Source: an optimization exercise on an open RTL-to-GDS flow (aim: small area). Production flows keep margins and buffers that such runs may drop.
The RTL was checked by simulation tests, not by an equivalence proof against the original design.
Power and IR drop assume default switching activity.

==> flow/design.v <==
`timescale 1ns/1ps
module cnn_fa (
    input  logic a,
    input  logic b,
    input  logic c,
    output logic s,
    output logic co
);
    assign s  = a ^ b ^ c;
    assign co = (a & b) | (a & c) | (b & c);
endmodule
module cnn_han (
    input  logic a_n,
    input  logic b_n,
    output logic s_n,
    output logic co_n
);
    cnn_xnor u_s (.a(a_n), .b(b_n), .y(s_n));
    cnn_or   u_c (.a(a_n), .b(b_n), .y(co_n));
endmodule
module cnn_xnor (
    input  logic a,
    input  logic b,
    output logic y
);
    assign y = ~(a ^ b);
endmodule
module cnn_or (
    input  logic a,
    input  logic b,
    output logic y
);
    assign y = a | b;
endmodule
`timescale 1ns/1ps
module cnn_accel_top #(
    parameter int NUM_RESULTS = 16
) (
    input  logic       clk,
    input  logic       reset,
    input  logic       start_i,
    input  logic       weight_valid_i,
    input  logic [7:0] weight_data_i,
    input  logic       line_valid_i,
    input  logic [7:0] line_data_i,
    output logic       result_valid_o,
    output logic [7:0] result_data_o,
    output logic       done_o
);
    localparam logic [1:0] IDLE         = 2'd0;
    localparam logic [1:0] LOAD_WEIGHTS = 2'd1;
    localparam logic [1:0] LOAD_LINE    = 2'd2;
    logic [1:0]   state_q;
    logic [3:0]   elem_cnt_q;    
    logic [4:0]   post_q;        
    logic [127:0] wsr_q;         
    logic [7:0]   line_q;        
    logic         mac_q;         
    logic         first_q;       
    logic [7:0]   lo_n_q;        
    logic [7:0]   hs_n_q;        
    logic [7:1]   hc_n_q;        
    logic [7:0]   hold_lo_n_q;   
    logic [7:0]   hold_hi_n_q;   
    logic weight_take;
    logic line_take;
    logic last_elem;
    logic first_mac;
    logic split_mac;
    assign weight_take = (state_q == LOAD_WEIGHTS) && weight_valid_i;
    assign line_take   = (state_q == LOAD_LINE) && line_valid_i;
    assign last_elem   = (elem_cnt_q == 4'd15);
    always_ff @(posedge clk or posedge reset) begin
        if (reset) begin
            state_q <= IDLE;
        end else begin
            case (state_q)
                IDLE:         if (start_i && post_q != 5'd1) state_q <= LOAD_WEIGHTS;
                LOAD_WEIGHTS: if (weight_take && last_elem) state_q <= LOAD_LINE;
                LOAD_LINE:    if (line_take && last_elem) state_q <= IDLE;
                default:      state_q <= IDLE;
            endcase
        end
    end
    always_ff @(posedge clk) begin
        if (state_q == IDLE) begin
            elem_cnt_q <= '0;
        end else if (weight_take || line_take) begin
            elem_cnt_q <= elem_cnt_q + 1'b1;
        end
    end
    always_ff @(posedge clk or posedge reset) begin
        if (reset) begin
            post_q <= '0;
        end else if (line_take && last_elem) begin
            post_q <= 5'd1;
        end else if (post_q == 5'd20) begin
            post_q <= '0;
        end else if (post_q != 5'd0) begin
            post_q <= post_q + 1'b1;
        end
    end
    always_ff @(posedge clk) begin
        line_q  <= line_take ? line_data_i : 8'd0;
        mac_q   <= line_take;
        first_q <= line_take && (elem_cnt_q[2:0] == 3'd0);
    end
    always_ff @(posedge clk) begin
        if (weight_take || mac_q) begin
            wsr_q <= {weight_data_i, wsr_q[127:8]};
        end
    end
    assign first_mac = first_q;
    assign split_mac = first_q && elem_cnt_q[3];
    logic [7:0] pp_n [8];        
    logic [7:0] s_n  [8];        
    logic [7:0] c_n  [8];        
    logic [7:0] lo_g_n;          
    logic [7:0] hs_g_n;
    logic [7:1] hc_g_n;
    logic [7:0] lo_d_n;
    logic [7:0] lc_n;            
    logic [7:0] hs_d_n;
    logic [7:0] hc_d_n;          
    logic [7:0] hi_n;            
    logic [7:0] rc_n;            
    always_comb begin
        for (int i = 0; i < 8; i++) begin
            for (int j = 0; j < 8; j++) begin
                pp_n[i][j] = ~(wsr_q[j] & line_q[i]);
            end
        end
        lo_g_n = lo_n_q | {8{first_mac}};
        hs_g_n = hs_n_q | {8{first_mac}};
        hc_g_n = hc_n_q | {7{first_mac}};
    end
    assign s_n[0] = pp_n[0];
    assign c_n[0] = '0;
    genvar gi, gj;
    generate
        for (gi = 1; gi < 8; gi++) begin : g_row
            for (gj = 0; gj < 8; gj++) begin : g_col
                if (gi == 1 && gj < 7) begin : g_h
                    cnn_han u_add (.a_n(pp_n[gi][gj]), .b_n(s_n[gi-1][gj+1]),
                                   .s_n(s_n[gi][gj]), .co_n(c_n[gi][gj]));
                end else if (gi == 1) begin : g_h8
                    cnn_han u_add (.a_n(pp_n[gi][gj]), .b_n(hs_g_n[0]),
                                   .s_n(s_n[gi][gj]), .co_n(c_n[gi][gj]));
                end else if (gj < 7) begin : g_f
                    cnn_fa u_add (.a(pp_n[gi][gj]), .b(s_n[gi-1][gj+1]), .c(c_n[gi-1][gj]),
                                  .s(s_n[gi][gj]), .co(c_n[gi][gj]));
                end else begin : g_fl
                    cnn_fa u_add (.a(pp_n[gi][gj]), .b(c_n[gi-1][gj]), .c(hs_g_n[gi-1]),
                                  .s(s_n[gi][gj]), .co(c_n[gi][gj]));
                end
            end
        end
        cnn_han u_hs0 (.a_n(s_n[7][1]), .b_n(c_n[7][0]), .s_n(hs_d_n[0]), .co_n(hc_d_n[1]));
        for (gj = 1; gj < 7; gj++) begin : g_hs
            cnn_fa u_add (.a(s_n[7][gj+1]), .b(c_n[7][gj]), .c(hc_g_n[gj]),
                          .s(hs_d_n[gj]), .co(hc_d_n[gj+1]));
        end
        assign hs_d_n[7] = c_n[7][7] ^ hc_g_n[7] ^ hs_g_n[7];
        assign hc_d_n[0] = 1'b0;
        cnn_han u_lo0 (.a_n(lo_g_n[0]), .b_n(s_n[0][0]), .s_n(lo_d_n[0]), .co_n(lc_n[0]));
        for (gj = 1; gj < 7; gj++) begin : g_lo
            cnn_fa u_add (.a(lo_g_n[gj]), .b(s_n[gj][0]), .c(lc_n[gj-1]),
                          .s(lo_d_n[gj]), .co(lc_n[gj]));
        end
        assign lo_d_n[7] = lo_g_n[7] ^ s_n[7][0] ^ lc_n[6];
        assign lc_n[7]   = 1'b0;
        assign hi_n[0] = hs_n_q[0];
        assign rc_n[0] = 1'b0;
        cnn_han u_hi1 (.a_n(hs_n_q[1]), .b_n(hc_n_q[1]), .s_n(hi_n[1]), .co_n(rc_n[1]));
        for (gj = 2; gj < 7; gj++) begin : g_hi
            cnn_fa u_add (.a(hs_n_q[gj]), .b(hc_n_q[gj]), .c(rc_n[gj-1]),
                          .s(hi_n[gj]), .co(rc_n[gj]));
        end
        assign hi_n[7] = hs_n_q[7] ^ hc_n_q[7] ^ rc_n[6];
        assign rc_n[7] = 1'b0;
    endgenerate
    always_ff @(posedge clk) begin
        lo_n_q <= lo_d_n;
        hs_n_q <= hs_d_n;
        hc_n_q <= hc_d_n[7:1];
    end
    always_ff @(posedge clk) begin
        if (split_mac) begin
            hold_lo_n_q <= lo_n_q;
            hold_hi_n_q <= hi_n;
        end
    end
    assign done_o         = (post_q == 5'd4);
    assign result_valid_o = (post_q >= 5'd5) && (post_q <= 5'd20);
    always_comb begin
        case (post_q[1:0])
            2'd1:    result_data_o = ~hold_lo_n_q;
            2'd2:    result_data_o = ~lo_n_q;
            2'd3:    result_data_o = ~hold_hi_n_q;
            default: result_data_o = ~hi_n;
        endcase
    end
endmodule
make LEC_CHECK=0 CAP_MARGIN=20 CORE_MARGIN=2 CORE_UTILIZATION=45 SLEW_MARGIN=20 SYNTH_HIERARCHICAL=1 finish   # period 5.5 ns
run.sh (not shown) runs the stock make flow with config.mk's settings and CLKGATE_MAP_FILE= SYNTH_SCRIPT=/design/flow/synth_recipe.tcl, a recipe that flattens the netlist after the stock synthesis.
Then changed:
==> flow/flow/run.sh (new file) <==
#!/bin/bash
# Layout flow: the standard ORFS flow (standard.sh, synthesis unchanged) with
#  - port buffers of the smallest buffer cell,
#  - clock tree synthesis without dummy loads,
#  - power recovery (downsizing gates off the critical paths) after global routing.
# The full make output goes to flow_make.log in the work folder; ORFS keeps each
# tool's own log under orfs/logs/.
set -euo pipefail
export BUFFER_PORTS_ARGS="-buffer_cell sky130_fd_sc_hd__buf_1"
export CTS_ARGS="-sink_clustering_enable -repair_clock_nets -dont_use_dummy_load -buf_list sky130_fd_sc_hd__clkbuf_8"
export RECOVER_POWER=100
bash standard.sh > flow_make.log 2>&1
==> flow/standard.sh (new file) <==
#!/bin/bash
# synth_recipe.tcl (not shown) runs the flow's synth.tcl, then flattens the netlist and writes it again
# the make line also repeats each setting of config.mk as NAME=value (left out here)
make -C /OpenROAD-flow-scripts/flow DESIGN_CONFIG=/design/flow/config.mk WORK_HOME=/design/flow/orfs CLKGATE_MAP_FILE= SYNTH_SCRIPT=/design/flow/synth_recipe.tcl "${@:-finish}"
--- a/flow/config.mk
+++ b/flow/config.mk
@@ -8,5 +8,6 @@
 export CAP_MARGIN = 20
 export CORE_MARGIN = 2
-export CORE_UTILIZATION = 45
+export CORE_UTILIZATION = 65
+export CTS_BUF_LIST = sky130_fd_sc_hd__clkbuf_8
 export SLEW_MARGIN = 20
 export SYNTH_HIERARCHICAL = 1
removed: flow/run.sh
Result: With this change the flow finished but failed the layout checks on capacitance limit, slew limit. Total power shrinks by 15%. Hold slack loses 0.012 ns. Clock power shrinks by about 45%. Wire length is lower by 3.0%.

port drivers added, routing unchanged:
The results above use ideal ports. As a check the final layouts listed here were re-extracted and re-timed, cells and wires unchanged.
Step 1 (the two cells are an assumption about what drives the block):
set clk [get_ports {clk}]
set_driving_cell -lib_cell sky130_fd_sc_hd__clkbuf_16 $clk
set_driving_cell -lib_cell sky130_fd_sc_hd__buf_2 [delete_from_list [all_inputs] $clk]
Step 2 times the ports against the registers' clock, not the clock port: input delays grow and output delays shrink by t, the midpoint of the rising clock arrivals with the driver on.
Three values: no drivers, after step 1, after step 2; two values: the first two.
run | t, ns | setup WS [ns] | hold slack, ns | latest minus earliest clock arrival (ns) | worst data-port slew with drivers (ns)
the first run | 0.468 | 0.556 / 0.514 / 0.981 | 0.418 / 0.418 / 0.418 | 0.013 / 0.013 | 0.03
the second run | 0.472 | 0.811 / 0.811 / 0.445 | 0.406 / 0.406 / 0.406 | 0.032 / 0.032 | 0.04
For the second run, which loses most, drivers alone change the setup slack by 0.000 ns; drivers and shift together by -0.366 ns.
